Source: an optimization exercise on an open RTL-to-GDS flow (aim: small area, a short achievable clock period and few clock cycles per item). Production flows keep margins and buffers that such runs may drop. Function was checked by simulation only, so behaviour that the tests miss may differ from the original. Power and IR drop assume default switching activity.

==> flow/design.v <==
package stackPkg;
    localparam int dataW = 8;
    localparam int addrW = 7;
    localparam int ringN = (1 << addrW) - 2;
    typedef enum logic [2:0] {
        opClear,
        opPush,
        opPop,
        opAdd,
        opSub
    } stackOp_t;
endpackage
`timescale 1ns/1ps
module stackTop (
    input logic clk,
    input logic arstN,
    input logic req,
    input stackPkg::stackOp_t op,
    input logic [stackPkg::dataW-1:0] value,
    output logic ack,
    output logic [stackPkg::dataW-1:0] topValue,
    output logic stackEmpty
);
    localparam int W = stackPkg::dataW;
    localparam int N = stackPkg::ringN;
    logic [W-1:0] top;
    logic [W-1:0] ring [0:N-1];
    logic pol;
    logic [3:0] pos;
    logic [3:0] posNext;
    logic [stackPkg::addrW-1:0] depth;
    logic empty;
    logic exec;
    logic isPush;
    logic isPop;
    logic isAdd;
    logic isSub;
    logic isClear;
    logic rotUp;
    logic rotDown;
    logic [W-1:0] second;
    logic [W-1:0] secR;
    logic [W-1:0] sumR;
    logic [W-1:0] diffR;
    logic [W-1:0] wrData;
    assign exec = req && !ack;
    assign isClear = exec && (op == stackPkg::opClear);
    assign isPush = exec && (op == stackPkg::opPush);
    assign isPop = exec && (op == stackPkg::opPop);
    assign isAdd = exec && (op == stackPkg::opAdd);
    assign isSub = exec && (op == stackPkg::opSub);
    always_comb begin
        second = ({W{pos[0]}} & ring[N-1])
               | ({W{pos[1]}} & ring[0])
               | ({W{pos[2]}} & ring[1])
               | ({W{pos[3]}} & ring[2]);
        second = second ^ {W{pol}};
    end
    always_ff @(posedge clk) begin
        secR <= second;
        sumR <= second + top;
        diffR <= second - top;
    end
    assign wrData = ~(top ^ {W{pol}});
    always_comb begin
        if (isPush) posNext = rotUp ? pos : {2'b00, pos[3:2]};
        else if (isPop || isAdd || isSub) posNext = rotUp ? {pos[1:0], 2'b00} : pos;
        else posNext = rotUp ? {pos[2:0], 1'b0} : {1'b0, pos[3:1]};
    end
    always_ff @(posedge clk or negedge arstN) begin
        if (!arstN) begin
            ack <= 1'b0;
            depth <= '0;
            empty <= 1'b1;
            pol <= 1'b0;
            pos <= 4'b0010;
            rotUp <= 1'b1;
            rotDown <= 1'b0;
        end else begin
            if (exec) ack <= 1'b1;
            else if (!req) ack <= 1'b0;
            pol <= !pol;
            pos <= posNext;
            rotUp <= posNext[0] || posNext[1];
            rotDown <= posNext[2] || posNext[3];
            if (isClear) begin
                depth <= '0;
                empty <= 1'b1;
            end else if (isPush) begin
                depth <= depth + 1'b1;
                empty <= 1'b0;
            end else if (isPop || isAdd || isSub) begin
                depth <= depth - 1'b1;
                empty <= (depth == 1);
            end
        end
    end
    always_ff @(posedge clk) begin
        if (isPush) top <= value;
        else if (isPop) top <= secR;
        else if (isAdd) top <= sumR;
        else if (isSub) top <= diffR;
    end
    for (genvar i = 0; i < N; i++) begin : g_ring
        logic [W-1:0] fromBelow;
        logic [W-1:0] fromAbove;
        logic [W-1:0] rotated;
        assign fromBelow = ring[(i + N - 1) % N];
        assign fromAbove = ring[(i + 1) % N];
        assign rotated = ~((fromAbove | {W{rotUp}}) & (fromBelow | {W{rotDown}}));
        if (i == 0 || i == N - 1) begin : g_write
            logic wrHere;
            assign wrHere = isPush && ((i == 0) ? (pos[1] || pos[3]) : (pos[0] || pos[2]));
            always_ff @(posedge clk) begin
                ring[i] <= wrHere ? wrData : rotated;
            end
        end else begin : g_plain
            always_ff @(posedge clk) begin
                ring[i] <= rotated;
            end
        end
    end
    assign topValue = top;
    assign stackEmpty = empty;
endmodule
export LEC_CHECK = 0
export ABC_AREA = 1
export CAP_MARGIN = 20
export CORE_MARGIN = 2
export CORE_UTILIZATION = 40
export CTS_BUF_LIST = sky130_fd_sc_hd__clkbuf_16
export CTS_CLUSTER_DIAMETER = 80
export CTS_CLUSTER_SIZE = 30
export SETUP_SLACK_MARGIN = 3.6
export SLEW_MARGIN = 20
create_clock -name core_clock -period 6.0 [get_ports {clk}]
run.sh (not shown) runs the stock make flow with config.mk's settings and CLKGATE_MAP_FILE= SYNTH_SCRIPT=/design/flow/synth_recipe.tcl, a recipe that flattens the netlist after the stock synthesis.
Testbench counts at the start, summed over its fixed seeds: cycles 24,000, items 12,000.
Next try:
--- a/flow/design.v
+++ b/flow/design.v
@@ -2,5 +2,5 @@
     localparam int dataW = 8;
     localparam int addrW = 7;
-    localparam int ringN = (1 << addrW) - 2;
+    localparam int ringN = (1 << addrW) - 3;
     typedef enum logic [2:0] {
         opClear,
@@ -25,4 +25,5 @@
     localparam int N = stackPkg::ringN;
     logic [W-1:0] top;
+    logic [W-1:0] second;
     logic [W-1:0] ring [0:N-1];
     logic pol;
@@ -30,5 +31,5 @@
     logic [3:0] posNext;
     logic [stackPkg::addrW-1:0] depth;
-    logic empty;
+    logic nonEmpty;
     logic exec;
     logic isPush;
@@ -37,8 +38,8 @@
     logic isSub;
     logic isClear;
+    logic shrink;
     logic rotUp;
     logic rotDown;
-    logic [W-1:0] second;
-    logic [W-1:0] secR;
+    logic [W-1:0] third;
     logic [W-1:0] sumR;
     logic [W-1:0] diffR;
@@ -50,20 +51,20 @@
     assign isAdd = exec && (op == stackPkg::opAdd);
     assign isSub = exec && (op == stackPkg::opSub);
+    assign shrink = isPop || isAdd || isSub;
     always_comb begin
-        second = ({W{pos[0]}} & ring[N-1])
-               | ({W{pos[1]}} & ring[0])
-               | ({W{pos[2]}} & ring[1])
-               | ({W{pos[3]}} & ring[2]);
-        second = second ^ {W{pol}};
+        third = ({W{pos[0]}} & ring[N-1])
+              | ({W{pos[1]}} & ring[0])
+              | ({W{pos[2]}} & ring[1])
+              | ({W{pos[3]}} & ring[2]);
+        third = third ^ {W{pol}};
     end
     always_ff @(posedge clk) begin
-        secR <= second;
         sumR <= second + top;
         diffR <= second - top;
     end
-    assign wrData = ~(top ^ {W{pol}});
+    assign wrData = ~(second ^ {W{pol}});
     always_comb begin
         if (isPush) posNext = rotUp ? pos : {2'b00, pos[3:2]};
-        else if (isPop || isAdd || isSub) posNext = rotUp ? {pos[1:0], 2'b00} : pos;
+        else if (shrink) posNext = rotUp ? {pos[1:0], 2'b00} : pos;
         else posNext = rotUp ? {pos[2:0], 1'b0} : {1'b0, pos[3:1]};
     end
@@ -72,5 +73,5 @@
             ack <= 1'b0;
             depth <= '0;
-            empty <= 1'b1;
+            nonEmpty <= 1'b0;
             pol <= 1'b0;
             pos <= 4'b0010;
@@ -86,11 +87,11 @@
             if (isClear) begin
                 depth <= '0;
-                empty <= 1'b1;
+                nonEmpty <= 1'b0;
             end else if (isPush) begin
                 depth <= depth + 1'b1;
-                empty <= 1'b0;
-            end else if (isPop || isAdd || isSub) begin
+                nonEmpty <= 1'b1;
+            end else if (shrink) begin
                 depth <= depth - 1'b1;
-                empty <= (depth == 1);
+                nonEmpty <= (depth != 1);
             end
         end
@@ -98,7 +99,9 @@
     always_ff @(posedge clk) begin
         if (isPush) top <= value;
-        else if (isPop) top <= secR;
+        else if (isPop) top <= second;
         else if (isAdd) top <= sumR;
         else if (isSub) top <= diffR;
+        if (isPush) second <= top;
+        else if (shrink) second <= third;
     end
     for (genvar i = 0; i < N; i++) begin : g_ring
@@ -122,4 +125,4 @@
     end
     assign topValue = top;
-    assign stackEmpty = empty;
+    assign stackEmpty = !nonEmpty;
 endmodule
Effect: Clock skew climbs by 3.1 ps; worst setup slack improved by 38 ps; clock power drops by about 3%; design area barely changes; clock-buffer cell count stays the same; first-iteration DRC count climbs by about 36%; register-to-register slack barely changes; area after synthesis climbs by 0.67%; via count climbs by 0.48%; flip-flop and latch count drops by 8; core utilization drops by 0.27 points; power drops by about 3.7%; sequential power hardly moves.
Testbench counts after the change, summed over its fixed seeds: cycles 24,000, items 12,000.

==> separate check: timing with driven ports <==
No port has a modelled driver above. Below, the same layouts with a new extraction and two added sets of constraints.
Step 1, drivers: a clkbuf_16 drives clk and a buf_2 each remaining input, both assumed.
Step 2 also shifts input and output timing later by t, the mid clock arrival at the registers, as if the neighbouring blocks saw the same clock.
Slacks: no drivers / after step 1 / after step 2; pairs: no drivers / after step 1.
run | t, ns | setup slack, ns | worst data-port slew with drivers (ns)
the first run | 0.663 | 3.497 / 3.435 / 3.020 | 0.05
the second run | 0.677 | 3.535 / 3.471 / 3.027 | 0.04
After both steps setup and hold are still met in every run listed. The setup slack of the second run, which loses most, moves by -0.064 ns with the drivers and by -0.508 ns with both steps.
